Source: an optimization exercise on an open RTL-to-GDS flow (aim: small area). Production flows keep margins and buffers that such runs may drop.
In this exercise RTL edits were held to simulation tests only and were not proved equivalent to the original.
Power is estimated from default activity; no workload was simulated.

==> run B: inputs <==
==> flow/design.v (excerpt) <==
module game_top (
	input  wire logic                                                  DIV,
	input  wire logic                                                  arst_n,
	input  wire logic [15:0]                                           key_word,
	input  wire logic [2:0]                                            btn,
	input  wire logic [4:0]                                            keypad,
	input  wire logic [flappy_pkg::COL_W-1:0]                          bird_x,
	input  wire logic [flappy_pkg::ROW_W-1:0]                          bird_y,
	output logic                                                       fly,
	output logic                                                       welcome,
	output logic                                                       playing,
	output logic                                                       over,
	output logic [flappy_pkg::SPEED_W-1:0]                             speed,
	output logic [flappy_pkg::NUM_PIPES*flappy_pkg::X_W-1:0]           pipe_x,
	output logic [flappy_pkg::NUM_PIPES*flappy_pkg::ROW_W-1:0]         pipe_top_y,
	output logic [flappy_pkg::NUM_PIPES*flappy_pkg::ROW_W-1:0]         pipe_low_y,
	output logic [flappy_pkg::SCORE_W-1:0]                             score,
	output logic [flappy_pkg::SCORE_W-1:0]                             maxscore,
	output logic [15:0]                                                led
);
Settings: LEC_CHECK=0, ABC_AREA=1, CAP_MARGIN=20, CORE_MARGIN=2, CORE_UTILIZATION=60, SLEW_MARGIN=20; clock period 6.0 ns.
standard.sh (not shown) runs the stock make flow with config.mk's settings and CLKGATE_MAP_FILE= SYNTH_SCRIPT=/design/flow/synth_recipe.tcl, a recipe that flattens the netlist after the stock synthesis.
==> flow/flow/run.sh <==
#!/bin/bash
# Standard ORFS layout (the standard.sh, unchanged synthesis) with two changes:
# - the port buffers are the smallest buffer, sky130_fd_sc_hd__buf_1, instead of
#   the resizer's default pick;
# - clock tree synthesis builds the tree from clkbuf_4 and inserts no dummy loads.
# The full make output goes to make_finish.log here; ORFS's own per-step logs are
# under orfs/logs/.
set -euo pipefail
export BUFFER_PORTS_ARGS="-buffer_cell sky130_fd_sc_hd__buf_1"
export CTS_ARGS="-sink_clustering_enable -repair_clock_nets -dont_use_dummy_load -buf_list {sky130_fd_sc_hd__clkbuf_4}"
bash standard.sh > make_finish.log 2>&1
==> run P (differences from run B) <==
--- a/flow/design.v
+++ b/flow/design.v
@@ -127,12 +127,11 @@
 	input  wire logic                                                  playing,
 	input  wire logic [flappy_pkg::SPEED_W-1:0]                        speed,
 	output logic [flappy_pkg::NUM_PIPES-1:0][flappy_pkg::X_W-1:0]      pipe_x,
 	output logic [flappy_pkg::NUM_PIPES-1:0][flappy_pkg::ROW_W-1:0]    pipe_top_y,
 	output logic [flappy_pkg::NUM_PIPES-1:0][flappy_pkg::ROW_W-1:0]    pipe_low_y,
-	output logic [flappy_pkg::NUM_PIPES-1:0][4:0]                      gap_r,
-	output logic [flappy_pkg::NUM_PIPES-1:0]                           front    
+	output logic [flappy_pkg::NUM_PIPES-1:0][4:0]                      gap_r
 );
 	localparam int NP = flappy_pkg::NUM_PIPES;
 	logic [15:0] lfsr;
 	logic [NP-1:0][10:0] xs;
 	logic [NP-1:0] neg, wrap;
@@ -194,22 +193,10 @@
 				else
 					xs[i] <= add11(xs[i], ~{7'd0, ds}, 1'b1);
 			end
 		end
 	end
-	logic [2:0] front_idx;
-	always_ff @(posedge DIV or negedge arst_n) begin
-		if (!arst_n)
-			front_idx <= '0;
-		else if (park)
-			front_idx <= '0;
-		else if (step && |wrap)
-			front_idx <= front_idx + 3'd1;
-	end
-	always_comb
-		for (int i = 0; i < NP; i++)
-			front[i] = (front_idx == 3'(i));
 	always_ff @(posedge DIV or negedge arst_n) begin
 		if (!arst_n) begin
 			for (int i = 0; i < NP; i++)
 				gap_r[i] <= '0;
 		end else begin
@@ -227,11 +214,10 @@
 	input  wire logic                                                  arst_n,
 	input  wire logic [flappy_pkg::COL_W-1:0]                          bird_x,
 	input  wire logic [flappy_pkg::ROW_W-1:0]                          bird_y,
 	input  wire logic [flappy_pkg::NUM_PIPES-1:0][flappy_pkg::X_W-1:0]   pipe_x,
 	input  wire logic [flappy_pkg::NUM_PIPES-1:0][4:0]                 gap_r,
-	input  wire logic [flappy_pkg::NUM_PIPES-1:0]                      front,    
 	output logic                                                       hit,
 	output logic                                                       between
 );
 	localparam int NP = flappy_pkg::NUM_PIPES;
 	function automatic logic ge12(input logic [11:0] a, input logic [11:0] b);
@@ -270,13 +256,11 @@
 		for (int k = 0; k < 9; k++)
 			g = (a[k] & ~b[k]) | (a[k] & g) | (~b[k] & g);
 		ge9 = g;
 	endfunction
 	logic [11:0] lo, hi;         
-	logic [NP-1:0] right_of_lo, cand;
-	logic [11:0] cand_x;
-	logic overlap;
+	logic [NP-1:0] overlap;
 	logic [4:0] r;               
 	logic [4:0] a5, b5;
 	logic a_neg, a_small, b_big, b_small;
 	logic blocked, bound_hit;
 	assign a_neg = ~ge9(bird_y, 9'd138);
@@ -287,29 +271,24 @@
 	assign b5 = add5(bird_y[4:0], 5'd24);           
 	assign bound_hit = (bird_y == '0) || ge9(bird_y, 9'd443);
 	assign lo = add12({2'b00, bird_x}, 12'(-44)) ^ 12'h800;
 	assign hi = add12({2'b00, bird_x}, 12'd41) ^ 12'h800;
 	always_comb begin
-		for (int i = 0; i < NP; i++)
-			right_of_lo[i] = ge12(pipe_x[i] ^ 12'h800, lo);
 		r = '0;
-		cand_x = '0;
 		for (int i = 0; i < NP; i++) begin
-			cand[i] = right_of_lo[i] & (front[i] | ~right_of_lo[(i + NP - 1) % NP]);
-			r = r | (gap_r[i] & {5{cand[i]}});
-			cand_x = cand_x | (pipe_x[i] & {12{cand[i]}});
+			overlap[i] = ge12(pipe_x[i] ^ 12'h800, lo) && ge12(hi, pipe_x[i] ^ 12'h800);
+			r = r | (gap_r[i] & {5{overlap[i]}});
 		end
-		overlap = |cand && ge12(hi, cand_x ^ 12'h800);
 		blocked = a_neg || b_big || (a_small && ge5(r, a5)) || (b_small && ge5(b5, r));
 	end
 	always_ff @(posedge DIV or negedge arst_n) begin
 		if (!arst_n) begin
 			hit <= 1'b0;
 			between <= 1'b0;
 		end else begin
-			hit <= bound_hit || (overlap && blocked);
-			between <= overlap;
+			hit <= bound_hit || (|overlap && blocked);
+			between <= |overlap;
 		end
 	end
 endmodule
 `default_nettype wire
 `timescale 1ns/1ns
@@ -451,11 +430,10 @@
 	logic start, restart;      
 	logic step;                
 	logic hit, between;        
 	logic game_over;
 	logic [flappy_pkg::NUM_PIPES-1:0][4:0] gap_r;
-	logic [flappy_pkg::NUM_PIPES-1:0] front;
 	key_decode i_key_decode (
 		.DIV(DIV), .arst_n(arst_n),
 		.key_word(key_word), .btn(btn), .keypad(keypad),
 		.start(start), .fly(fly), .restart(restart)
 	);
@@ -466,16 +444,16 @@
 	);
 	pipe_field i_pipe_field (
 		.DIV(DIV), .arst_n(arst_n),
 		.step(step), .playing(playing), .speed(speed),
 		.pipe_x(pipe_x), .pipe_top_y(pipe_top_y), .pipe_low_y(pipe_low_y),
-		.gap_r(gap_r), .front(front)
+		.gap_r(gap_r)
 	);
 	collision_check i_collision_check (
 		.DIV(DIV), .arst_n(arst_n),
 		.bird_x(bird_x), .bird_y(bird_y),
-		.pipe_x(pipe_x), .gap_r(gap_r), .front(front),
+		.pipe_x(pipe_x), .gap_r(gap_r),
 		.hit(hit), .between(between)
 	);
 	game_fsm i_game_fsm (
 		.DIV(DIV), .arst_n(arst_n),
 		.start(start), .restart(restart), .hit(hit),
==> flow/flow/run.sh (replaced) <==
#!/bin/bash
# Standard ORFS layout (the standard.sh, unchanged synthesis) with two changes:
# - the port buffers are the smallest buffer, sky130_fd_sc_hd__buf_1;
# - clock tree synthesis uses clkbuf_4/clkbuf_8 and inserts no dummy loads.
# The full make output goes to make_finish.log here.
set -euo pipefail
export BUFFER_PORTS_ARGS="-buffer_cell sky130_fd_sc_hd__buf_1"
export CTS_ARGS="-sink_clustering_enable -repair_clock_nets -dont_use_dummy_load -buf_list {sky130_fd_sc_hd__clkbuf_4 sky130_fd_sc_hd__clkbuf_8}"
bash standard.sh > make_finish.log 2>&1
ABC_AREA = default   (was 1)
CORE_UTILIZATION = 40   (was 60)
GPL_TIMING_DRIVEN = 0   (was default)
==> run Y (differences from run B) <==
--- a/flow/design.v
+++ b/flow/design.v
@@ -127,72 +127,86 @@
 	input  wire logic                                                  playing,
 	input  wire logic [flappy_pkg::SPEED_W-1:0]                        speed,
 	output logic [flappy_pkg::NUM_PIPES-1:0][flappy_pkg::X_W-1:0]      pipe_x,
 	output logic [flappy_pkg::NUM_PIPES-1:0][flappy_pkg::ROW_W-1:0]    pipe_top_y,
 	output logic [flappy_pkg::NUM_PIPES-1:0][flappy_pkg::ROW_W-1:0]    pipe_low_y,
-	output logic [flappy_pkg::NUM_PIPES-1:0][4:0]                      gap_r,
+	output logic [flappy_pkg::NUM_PIPES-1:0][4:0]                      gap_g,    
 	output logic [flappy_pkg::NUM_PIPES-1:0]                           front    
 );
 	localparam int NP = flappy_pkg::NUM_PIPES;
 	logic [15:0] lfsr;
 	logic [NP-1:0][10:0] xs;
 	logic [NP-1:0] neg, wrap;
-	logic [NP-1:0][6:0] top7, low7;
+	logic [NP-1:0] gc, g22;
+	logic [NP-1:0][4:0] g10;
+	logic [4:0] lfsr_g;
 	function automatic logic [10:0] add11(input logic [10:0] a, input logic [10:0] b, input logic ci);
 		logic c;
 		c = ci;
 		for (int k = 0; k < 11; k++) begin
 			add11[k] = a[k] ^ b[k] ^ c;
 			c = (a[k] & b[k]) | (c & (a[k] ^ b[k]));
 		end
 	endfunction
-	function automatic logic [6:0] add7(input logic [6:0] a, input logic [6:0] b);
+	function automatic logic [4:0] add5(input logic [4:0] a, input logic [4:0] b);
 		logic c;
 		c = 1'b0;
-		for (int k = 0; k < 7; k++) begin
-			add7[k] = a[k] ^ b[k] ^ c;
+		for (int k = 0; k < 5; k++) begin
+			add5[k] = a[k] ^ b[k] ^ c;
 			c = (a[k] & b[k]) | (c & (a[k] ^ b[k]));
 		end
 	endfunction
 	always_ff @(posedge DIV or negedge arst_n) begin
 		if (!arst_n)
 			lfsr <= flappy_pkg::LFSR_SEED;
 		else if (step)
 			lfsr <= {lfsr[14:0], lfsr[15] ^ lfsr[13] ^ lfsr[12] ^ lfsr[10]};
 	end
+	assign lfsr_g = add5(lfsr[4:0], 5'd12);
 	always_comb begin
 		for (int i = 0; i < NP; i++) begin
 			neg[i] = &xs[i][10:6];
 			wrap[i] = neg[i] & ~xs[i][5] & ~xs[i][4] & ~(xs[i][3] & xs[i][2]);
 			pipe_x[i] = {neg[i], xs[i]};
-			top7[i] = add7({2'b00, gap_r[i]}, 7'd22);
-			low7[i] = add7({2'b00, gap_r[i]}, 7'd44);
-			pipe_top_y[i] = {3'b010, top7[i][5:0]};
-			pipe_low_y[i] = {2'b10, low7[i]};
+			gc[i] = ~gap_g[i][4] & ~(gap_g[i][3] & gap_g[i][2]);                  
+			g22[i] = gap_g[i][4] & (gap_g[i][3] | (gap_g[i][2] & gap_g[i][1]));    
+			g10[i] = add5(gap_g[i], 5'd10);
+			pipe_top_y[i] = {3'b010, gc[i] | g22[i], g10[i]};
+			pipe_low_y[i] = {2'b10, gc[i], ~gc[i], gap_g[i]};
 		end
 	end
 	logic [3:0] ds;
 	logic park;
 	logic [10:0] prev_x, rejoin_x;
+	logic [10:0] set_0, set_1;    
+	logic [NP-1:0] load;
+	logic [NP-1:0][10:0] park_x, load_x;
 	always_comb begin
 		prev_x = '0;
 		for (int i = 0; i < NP; i++)
 			prev_x = prev_x | (xs[(i + NP - 1) % NP] & {11{wrap[i]}});
 		rejoin_x = add11(prev_x, 11'd90, 1'b0);
 	end
 	assign ds = speed & {4{step}};
 	assign park = step & ~playing;
+	assign set_0 = rejoin_x & {11{~park}};
+	assign set_1 = rejoin_x | {11{park}};
+	always_comb
+		for (int i = 0; i < NP; i++) begin
+			load[i] = park | (step & wrap[i]);
+			park_x[i] = 11'(flappy_pkg::SCREEN_W + i * flappy_pkg::PIPE_SPACING);
+			for (int k = 0; k < 11; k++)
+				load_x[i][k] = park_x[i][k] ? set_1[k] : set_0[k];
+		end
 	always_ff @(posedge DIV or negedge arst_n) begin
 		if (!arst_n) begin
 			for (int i = 0; i < NP; i++)
 				xs[i] <= 11'(flappy_pkg::SCREEN_W + i * flappy_pkg::PIPE_SPACING);
 		end else begin
 			for (int i = 0; i < NP; i++) begin
-				if (park)
-					xs[i] <= 11'(flappy_pkg::SCREEN_W + i * flappy_pkg::PIPE_SPACING);    
-				else if (step && wrap[i])
-					xs[i] <= rejoin_x;    
+				if (load[i])
+					xs[i] <= load_x[i];    
 				else
 					xs[i] <= add11(xs[i], ~{7'd0, ds}, 1'b1);
 			end
 		end
 	end
@@ -209,15 +223,15 @@
 		for (int i = 0; i < NP; i++)
 			front[i] = (front_idx == 3'(i));
 	always_ff @(posedge DIV or negedge arst_n) begin
 		if (!arst_n) begin
 			for (int i = 0; i < NP; i++)
-				gap_r[i] <= '0;
+				gap_g[i] <= 5'd12;
 		end else begin
 			for (int i = 0; i < NP; i++)
 				if (step && playing && wrap[i])
-					gap_r[i] <= lfsr[4:0];
+					gap_g[i] <= lfsr_g;
 		end
 	end
 endmodule
 `default_nettype wire
 `timescale 1ns/1ns
@@ -226,11 +240,11 @@
 	input  wire logic                                                  DIV,
 	input  wire logic                                                  arst_n,
 	input  wire logic [flappy_pkg::COL_W-1:0]                          bird_x,
 	input  wire logic [flappy_pkg::ROW_W-1:0]                          bird_y,
 	input  wire logic [flappy_pkg::NUM_PIPES-1:0][flappy_pkg::X_W-1:0]   pipe_x,
-	input  wire logic [flappy_pkg::NUM_PIPES-1:0][4:0]                 gap_r,
+	input  wire logic [flappy_pkg::NUM_PIPES-1:0][4:0]                 gap_g,    
 	input  wire logic [flappy_pkg::NUM_PIPES-1:0]                      front,    
 	output logic                                                       hit,
 	output logic                                                       between
 );
 	localparam int NP = flappy_pkg::NUM_PIPES;
@@ -239,17 +253,10 @@
 		g = 1'b1;
 		for (int k = 0; k < 12; k++)
 			g = (a[k] & ~b[k]) | (a[k] & g) | (~b[k] & g);
 		ge12 = g;
 	endfunction
-	function automatic logic ge5(input logic [4:0] a, input logic [4:0] b);
-		logic g;
-		g = 1'b1;
-		for (int k = 0; k < 5; k++)
-			g = (a[k] & ~b[k]) | (a[k] & g) | (~b[k] & g);
-		ge5 = g;
-	endfunction
 	function automatic logic [11:0] add12(input logic [11:0] a, input logic [11:0] b);
 		logic c;
 		c = 1'b0;
 		for (int k = 0; k < 12; k++) begin
 			add12[k] = a[k] ^ b[k] ^ c;
@@ -262,10 +269,18 @@
 		for (int k = 0; k < 5; k++) begin
 			add5[k] = a[k] ^ b[k] ^ c;
 			c = (a[k] & b[k]) | (c & (a[k] ^ b[k]));
 		end
 	endfunction
+	function automatic logic [5:0] add6(input logic [5:0] a, input logic [5:0] b);
+		logic c;
+		c = 1'b0;
+		for (int k = 0; k < 6; k++) begin
+			add6[k] = a[k] ^ b[k] ^ c;
+			c = (a[k] & b[k]) | (c & (a[k] ^ b[k]));
+		end
+	endfunction
 	function automatic logic ge9(input logic [8:0] a, input logic [8:0] b);
 		logic g;
 		g = 1'b1;
 		for (int k = 0; k < 9; k++)
 			g = (a[k] & ~b[k]) | (a[k] & g) | (~b[k] & g);
@@ -273,35 +288,32 @@
 	endfunction
 	logic [11:0] lo, hi;         
 	logic [NP-1:0] right_of_lo, cand;
 	logic [11:0] cand_x;
 	logic overlap;
+	logic [4:0] g;               
 	logic [4:0] r;               
-	logic [4:0] a5, b5;
-	logic a_neg, a_small, b_big, b_small;
+	logic [8:0] t1, t2;
 	logic blocked, bound_hit;
-	assign a_neg = ~ge9(bird_y, 9'd138);
-	assign a_small = ~a_neg && ~ge9(bird_y, 9'd170);
-	assign a5 = add5(bird_y[4:0], 5'd22);           
-	assign b_big = ge9(bird_y, 9'd296);
-	assign b_small = ~b_big && ge9(bird_y, 9'd264);
-	assign b5 = add5(bird_y[4:0], 5'd24);           
 	assign bound_hit = (bird_y == '0) || ge9(bird_y, 9'd443);
 	assign lo = add12({2'b00, bird_x}, 12'(-44)) ^ 12'h800;
 	assign hi = add12({2'b00, bird_x}, 12'd41) ^ 12'h800;
 	always_comb begin
 		for (int i = 0; i < NP; i++)
 			right_of_lo[i] = ge12(pipe_x[i] ^ 12'h800, lo);
-		r = '0;
+		g = '0;
 		cand_x = '0;
 		for (int i = 0; i < NP; i++) begin
 			cand[i] = right_of_lo[i] & (front[i] | ~right_of_lo[(i + NP - 1) % NP]);
-			r = r | (gap_r[i] & {5{cand[i]}});
+			g = g | (gap_g[i] & {5{cand[i]}});
 			cand_x = cand_x | (pipe_x[i] & {12{cand[i]}});
 		end
+		r = add5(g, 5'd20);
 		overlap = |cand && ge12(hi, cand_x ^ 12'h800);
-		blocked = a_neg || b_big || (a_small && ge5(r, a5)) || (b_small && ge5(b5, r));
+		t1 = {3'b010, add6({1'b0, r}, 6'd10)};     
+		t2 = {3'b100, add6({1'b0, r}, 6'd8)};      
+		blocked = ge9(t1, bird_y) || ge9(bird_y, t2);
 	end
 	always_ff @(posedge DIV or negedge arst_n) begin
 		if (!arst_n) begin
 			hit <= 1'b0;
 			between <= 1'b0;
@@ -450,11 +462,11 @@
 );
 	logic start, restart;      
 	logic step;                
 	logic hit, between;        
 	logic game_over;
-	logic [flappy_pkg::NUM_PIPES-1:0][4:0] gap_r;
+	logic [flappy_pkg::NUM_PIPES-1:0][4:0] gap_g;
 	logic [flappy_pkg::NUM_PIPES-1:0] front;
 	key_decode i_key_decode (
 		.DIV(DIV), .arst_n(arst_n),
 		.key_word(key_word), .btn(btn), .keypad(keypad),
 		.start(start), .fly(fly), .restart(restart)
@@ -466,16 +478,16 @@
 	);
 	pipe_field i_pipe_field (
 		.DIV(DIV), .arst_n(arst_n),
 		.step(step), .playing(playing), .speed(speed),
 		.pipe_x(pipe_x), .pipe_top_y(pipe_top_y), .pipe_low_y(pipe_low_y),
-		.gap_r(gap_r), .front(front)
+		.gap_g(gap_g), .front(front)
 	);
 	collision_check i_collision_check (
 		.DIV(DIV), .arst_n(arst_n),
 		.bird_x(bird_x), .bird_y(bird_y),
-		.pipe_x(pipe_x), .gap_r(gap_r), .front(front),
+		.pipe_x(pipe_x), .gap_g(gap_g), .front(front),
 		.hit(hit), .between(between)
 	);
 	game_fsm i_game_fsm (
 		.DIV(DIV), .arst_n(arst_n),
 		.start(start), .restart(restart), .hit(hit),
==> flow/flow/run.sh (replaced) <==
#!/bin/bash
# Standard ORFS layout (the standard.sh, unchanged synthesis) with three changes:
# - the port buffers are the smallest buffer, sky130_fd_sc_hd__buf_1, instead of
#   the resizer's default pick;
# - clock tree synthesis builds a balanced tree from clkbuf_4, with clusters of at
#   most 7 flip-flops within 50 um, and inserts no dummy loads;
# - the constant outputs share synthesis's single tie-high and tie-low cells
#   instead of getting one tie cell each (SKIP_REPAIR_TIE_FANOUT).
# The full make output goes to make_finish.log here; ORFS's own per-step logs are
# under orfs/logs/.
set -euo pipefail
export BUFFER_PORTS_ARGS="-buffer_cell sky130_fd_sc_hd__buf_1"
export CTS_ARGS="-sink_clustering_enable -repair_clock_nets -dont_use_dummy_load -buf_list {sky130_fd_sc_hd__clkbuf_4} -sink_clustering_size 7 -sink_clustering_max_diameter 50"
export SKIP_REPAIR_TIE_FANOUT=1
bash standard.sh > make_finish.log 2>&1
==> run A (differences from run B) <==
--- a/flow/design.v
+++ b/flow/design.v
@@ -83,13 +83,13 @@
 		for (int b = 0; b < 6; b++) begin
 			inc6[b] = v[b] ^ c;
 			c = c & v[b];
 		end
 	endfunction
-	function automatic logic [4:0] inc5(input logic [4:0] v, input logic ci);
+	function automatic logic [4:0] inc5(input logic [4:0] v);
 		logic c;
-		c = ci;
+		c = 1'b1;
 		for (int b = 0; b < 5; b++) begin
 			inc5[b] = v[b] ^ c;
 			c = c & v[b];
 		end
 	endfunction
@@ -108,13 +108,13 @@
 			ramp_cnt <= '0;
 			k <= '0;
 		end else if (!playing) begin
 			ramp_cnt <= '0;
 			k <= '0;
-		end else begin
-			ramp_cnt <= inc5(ramp_cnt, step);
-			if (step && &ramp_cnt && !k[2])
+		end else if (step) begin
+			ramp_cnt <= inc5(ramp_cnt);
+			if (&ramp_cnt && !k[2])
 				k <= {k[1] & k[0], k[1] ^ k[0], ~k[0]};
 		end
 	end
 endmodule
 `default_nettype wire
@@ -127,12 +127,11 @@
 	input  wire logic                                                  playing,
 	input  wire logic [flappy_pkg::SPEED_W-1:0]                        speed,
 	output logic [flappy_pkg::NUM_PIPES-1:0][flappy_pkg::X_W-1:0]      pipe_x,
 	output logic [flappy_pkg::NUM_PIPES-1:0][flappy_pkg::ROW_W-1:0]    pipe_top_y,
 	output logic [flappy_pkg::NUM_PIPES-1:0][flappy_pkg::ROW_W-1:0]    pipe_low_y,
-	output logic [flappy_pkg::NUM_PIPES-1:0][4:0]                      gap_r,
-	output logic [flappy_pkg::NUM_PIPES-1:0]                           front    
+	output logic [flappy_pkg::NUM_PIPES-1:0][4:0]                      gap_r
 );
 	localparam int NP = flappy_pkg::NUM_PIPES;
 	logic [15:0] lfsr;
 	logic [NP-1:0][10:0] xs;
 	logic [NP-1:0] neg, wrap;
@@ -194,22 +193,10 @@
 				else
 					xs[i] <= add11(xs[i], ~{7'd0, ds}, 1'b1);
 			end
 		end
 	end
-	logic [2:0] front_idx;
-	always_ff @(posedge DIV or negedge arst_n) begin
-		if (!arst_n)
-			front_idx <= '0;
-		else if (park)
-			front_idx <= '0;
-		else if (step && |wrap)
-			front_idx <= front_idx + 3'd1;
-	end
-	always_comb
-		for (int i = 0; i < NP; i++)
-			front[i] = (front_idx == 3'(i));
 	always_ff @(posedge DIV or negedge arst_n) begin
 		if (!arst_n) begin
 			for (int i = 0; i < NP; i++)
 				gap_r[i] <= '0;
 		end else begin
@@ -227,11 +214,10 @@
 	input  wire logic                                                  arst_n,
 	input  wire logic [flappy_pkg::COL_W-1:0]                          bird_x,
 	input  wire logic [flappy_pkg::ROW_W-1:0]                          bird_y,
 	input  wire logic [flappy_pkg::NUM_PIPES-1:0][flappy_pkg::X_W-1:0]   pipe_x,
 	input  wire logic [flappy_pkg::NUM_PIPES-1:0][4:0]                 gap_r,
-	input  wire logic [flappy_pkg::NUM_PIPES-1:0]                      front,    
 	output logic                                                       hit,
 	output logic                                                       between
 );
 	localparam int NP = flappy_pkg::NUM_PIPES;
 	function automatic logic ge12(input logic [11:0] a, input logic [11:0] b);
@@ -270,13 +256,11 @@
 		for (int k = 0; k < 9; k++)
 			g = (a[k] & ~b[k]) | (a[k] & g) | (~b[k] & g);
 		ge9 = g;
 	endfunction
 	logic [11:0] lo, hi;         
-	logic [NP-1:0] right_of_lo, cand;
-	logic [11:0] cand_x;
-	logic overlap;
+	logic [NP-1:0] overlap;
 	logic [4:0] r;               
 	logic [4:0] a5, b5;
 	logic a_neg, a_small, b_big, b_small;
 	logic blocked, bound_hit;
 	assign a_neg = ~ge9(bird_y, 9'd138);
@@ -287,29 +271,24 @@
 	assign b5 = add5(bird_y[4:0], 5'd24);           
 	assign bound_hit = (bird_y == '0) || ge9(bird_y, 9'd443);
 	assign lo = add12({2'b00, bird_x}, 12'(-44)) ^ 12'h800;
 	assign hi = add12({2'b00, bird_x}, 12'd41) ^ 12'h800;
 	always_comb begin
-		for (int i = 0; i < NP; i++)
-			right_of_lo[i] = ge12(pipe_x[i] ^ 12'h800, lo);
 		r = '0;
-		cand_x = '0;
 		for (int i = 0; i < NP; i++) begin
-			cand[i] = right_of_lo[i] & (front[i] | ~right_of_lo[(i + NP - 1) % NP]);
-			r = r | (gap_r[i] & {5{cand[i]}});
-			cand_x = cand_x | (pipe_x[i] & {12{cand[i]}});
+			overlap[i] = ge12(pipe_x[i] ^ 12'h800, lo) && ge12(hi, pipe_x[i] ^ 12'h800);
+			r = r | (gap_r[i] & {5{overlap[i]}});
 		end
-		overlap = |cand && ge12(hi, cand_x ^ 12'h800);
 		blocked = a_neg || b_big || (a_small && ge5(r, a5)) || (b_small && ge5(b5, r));
 	end
 	always_ff @(posedge DIV or negedge arst_n) begin
 		if (!arst_n) begin
 			hit <= 1'b0;
 			between <= 1'b0;
 		end else begin
-			hit <= bound_hit || (overlap && blocked);
-			between <= overlap;
+			hit <= bound_hit || (|overlap && blocked);
+			between <= |overlap;
 		end
 	end
 endmodule
 `default_nettype wire
 `timescale 1ns/1ns
@@ -385,14 +364,14 @@
 	output logic [flappy_pkg::SCORE_W-1:0]        maxscore
 );
 	localparam int SW = flappy_pkg::SCORE_W;
 	logic between_d;
 	logic passed;
-	function automatic logic [SW-1:0] bcd_inc(input logic [SW-1:0] v, input logic ci);
+	function automatic logic [SW-1:0] bcd_inc(input logic [SW-1:0] v);
 		logic c;
 		logic [3:0] d;
-		c = ci;
+		c = 1'b1;
 		for (int i = 0; i < SW / 4; i++) begin
 			d = v[4*i +: 4];
 			bcd_inc[4*i]     = d[0] ^ c;
 			bcd_inc[4*i + 1] = d[1] ^ (c & d[0] & ~d[3]);
 			bcd_inc[4*i + 2] = d[2] ^ (c & d[0] & d[1]);
@@ -417,12 +396,12 @@
 			between_d <= between;
 			if (game_over) begin
 				if (gt(score, maxscore))
 					maxscore <= score;
 				score <= '0;
-			end else begin
-				score <= bcd_inc(score, passed);
+			end else if (passed) begin
+				score <= bcd_inc(score);
 			end
 		end
 	end
 endmodule
 `default_nettype wire
@@ -451,11 +430,10 @@
 	logic start, restart;      
 	logic step;                
 	logic hit, between;        
 	logic game_over;
 	logic [flappy_pkg::NUM_PIPES-1:0][4:0] gap_r;
-	logic [flappy_pkg::NUM_PIPES-1:0] front;
 	key_decode i_key_decode (
 		.DIV(DIV), .arst_n(arst_n),
 		.key_word(key_word), .btn(btn), .keypad(keypad),
 		.start(start), .fly(fly), .restart(restart)
 	);
@@ -466,16 +444,16 @@
 	);
 	pipe_field i_pipe_field (
 		.DIV(DIV), .arst_n(arst_n),
 		.step(step), .playing(playing), .speed(speed),
 		.pipe_x(pipe_x), .pipe_top_y(pipe_top_y), .pipe_low_y(pipe_low_y),
-		.gap_r(gap_r), .front(front)
+		.gap_r(gap_r)
 	);
 	collision_check i_collision_check (
 		.DIV(DIV), .arst_n(arst_n),
 		.bird_x(bird_x), .bird_y(bird_y),
-		.pipe_x(pipe_x), .gap_r(gap_r), .front(front),
+		.pipe_x(pipe_x), .gap_r(gap_r),
 		.hit(hit), .between(between)
 	);
 	game_fsm i_game_fsm (
 		.DIV(DIV), .arst_n(arst_n),
 		.start(start), .restart(restart), .hit(hit),
==> flow/flow/run.sh (replaced) <==
#!/bin/bash
# Standard ORFS layout (the standard.sh, unchanged synthesis) with one change:
# the port buffers are the smallest buffer, sky130_fd_sc_hd__buf_1, instead of the
# resizer's default pick. The full make output goes to make_finish.log here.
set -euo pipefail
export BUFFER_PORTS_ARGS="-buffer_cell sky130_fd_sc_hd__buf_1"
bash standard.sh > make_finish.log 2>&1
ABC_AREA = default   (was 1)
CORE_UTILIZATION = 40   (was 60)
==> comparison <==
- Against run A, the sequential share of layout area of run Y is higher by 4.4 points.
- Area after synthesis, lowest first: run Y, run B, run P, run A.
- Global-route usage: run P < run A < run B < run Y.
- Against run B, the register-to-register slack of run A is lower by 0.23 ns.
- Between run A and run Y, the lower clock skew is in run A (gap 0.035 ns).
- Of run B and run A, run A has the higher via count (gap about 0.8%, measured against run A).
- In critical path depth, run Y and run B do not differ.
- Against run B, the clock-buffer cell count of run Y is lower by 20.
- Between run Y and run P, the lower final area is in run Y (gap about 12%, measured against run P).
==> figures <==
quantity                                                                    run A                    run P                    run Y                    run B
Clock network power                                                       1.71 mW                  1.21 mW                   847 uW                  1.00 mW
Area share of and/or/nand/nor cells after synthesis                         15.4%                    13.8%                    17.7%                    16.7%
Remaining max-slew budget at the tightest pin                               40.5%                    32.3%                    23.5%                    29.4%
Number of buffers added by the clock tree synthesis step                       27                       41                       39                       59
Launch point of the worst reg-to-reg path                     i_pipe_field.xs[83]        i_step_timer.step      i_pipe_field.xs[32]      i_pipe_field.xs[76]
Period utilization                                                          90.5%                    96.8%                    87.9%                    83.2%
WL/cell                                                                   22.5 um                  21.8 um                  23.6 um                  20.7 um
Worst Max-Slew Pin Slew                                                  0.881 ns                  1.02 ns                  1.15 ns                  1.05 ns
Timing-limited maximum frequency                                          184 MHz                  172 MHz                  190 MHz                  200 MHz
Combinational cell power                                                   574 uW                   619 uW                   441 uW                   407 uW
Worst-case setup slack after placement                                  0.0916 ns                 -1.33 ns                0.0928 ns                 0.434 ns
Power density over cell area                                          201 nW/um^2              176 nW/um^2              169 nW/um^2              171 nW/um^2
Total number of cells along the worst setup path                               26                       25                       39                       39
Global-route met3 utilization                                               3.74%                    5.93%                    13.0%                    10.2%
Cell depth of the worst hold path                                               0                        0                        -                        0
Final-layout clock-cell area share                                          4.89%                    2.94%                    1.73%                    2.55%
Outcome                                                   complete, no violations  complete, no violations  complete, no violations  complete, no violations
Tap cell instance count                                                       539                      532                      330                      335
Clock buffer count                                                             32                       41                       39                       59
Via count of the first global-routing pass                                  15300                    14300                    15000                    14700

static timing again, ports no longer ideal:
How much do the figures lean on ideal ports? The routed layouts below were timed once more, with nothing changed but the port constraints. Step 1: set_driving_cell puts a clkbuf_16 on DIV and a buf_2 on each other input, an assumption about the parent block. Step 2 times the ports against the registers' clock, not the clock port: input delays grow and output delays shrink by t, the midpoint of the rising clock arrivals with the driver on. a / b / c = no drivers / after step 1 / after step 2; a / b = the first two.
run	shift t [ns]	setup slack, ns	hold slack, ns	worst setup path at the end	worst data-port slew with drivers (ns)
run B	0.714	1.005 / 1.029 / 0.315	0.390 / 0.390 / 0.390	input to register	0.07
run P	0.629	0.190 / 0.198 / -0.431	0.393 / 0.393 / 0.393	input to register	0.06
run Y	0.680	0.728 / 0.742 / 0.062	0.448 / 0.426 / 0.448	input to register	0.03
run A	0.618	0.573 / 0.601 / -0.017	0.384 / 0.384 / 0.384	input to register	0.05
With both steps, setup timing fails in run P and run A, where it was met with ideal ports. The setup slack of run B, which loses most, moves by +0.024 ns with the drivers and by -0.690 ns with both steps.
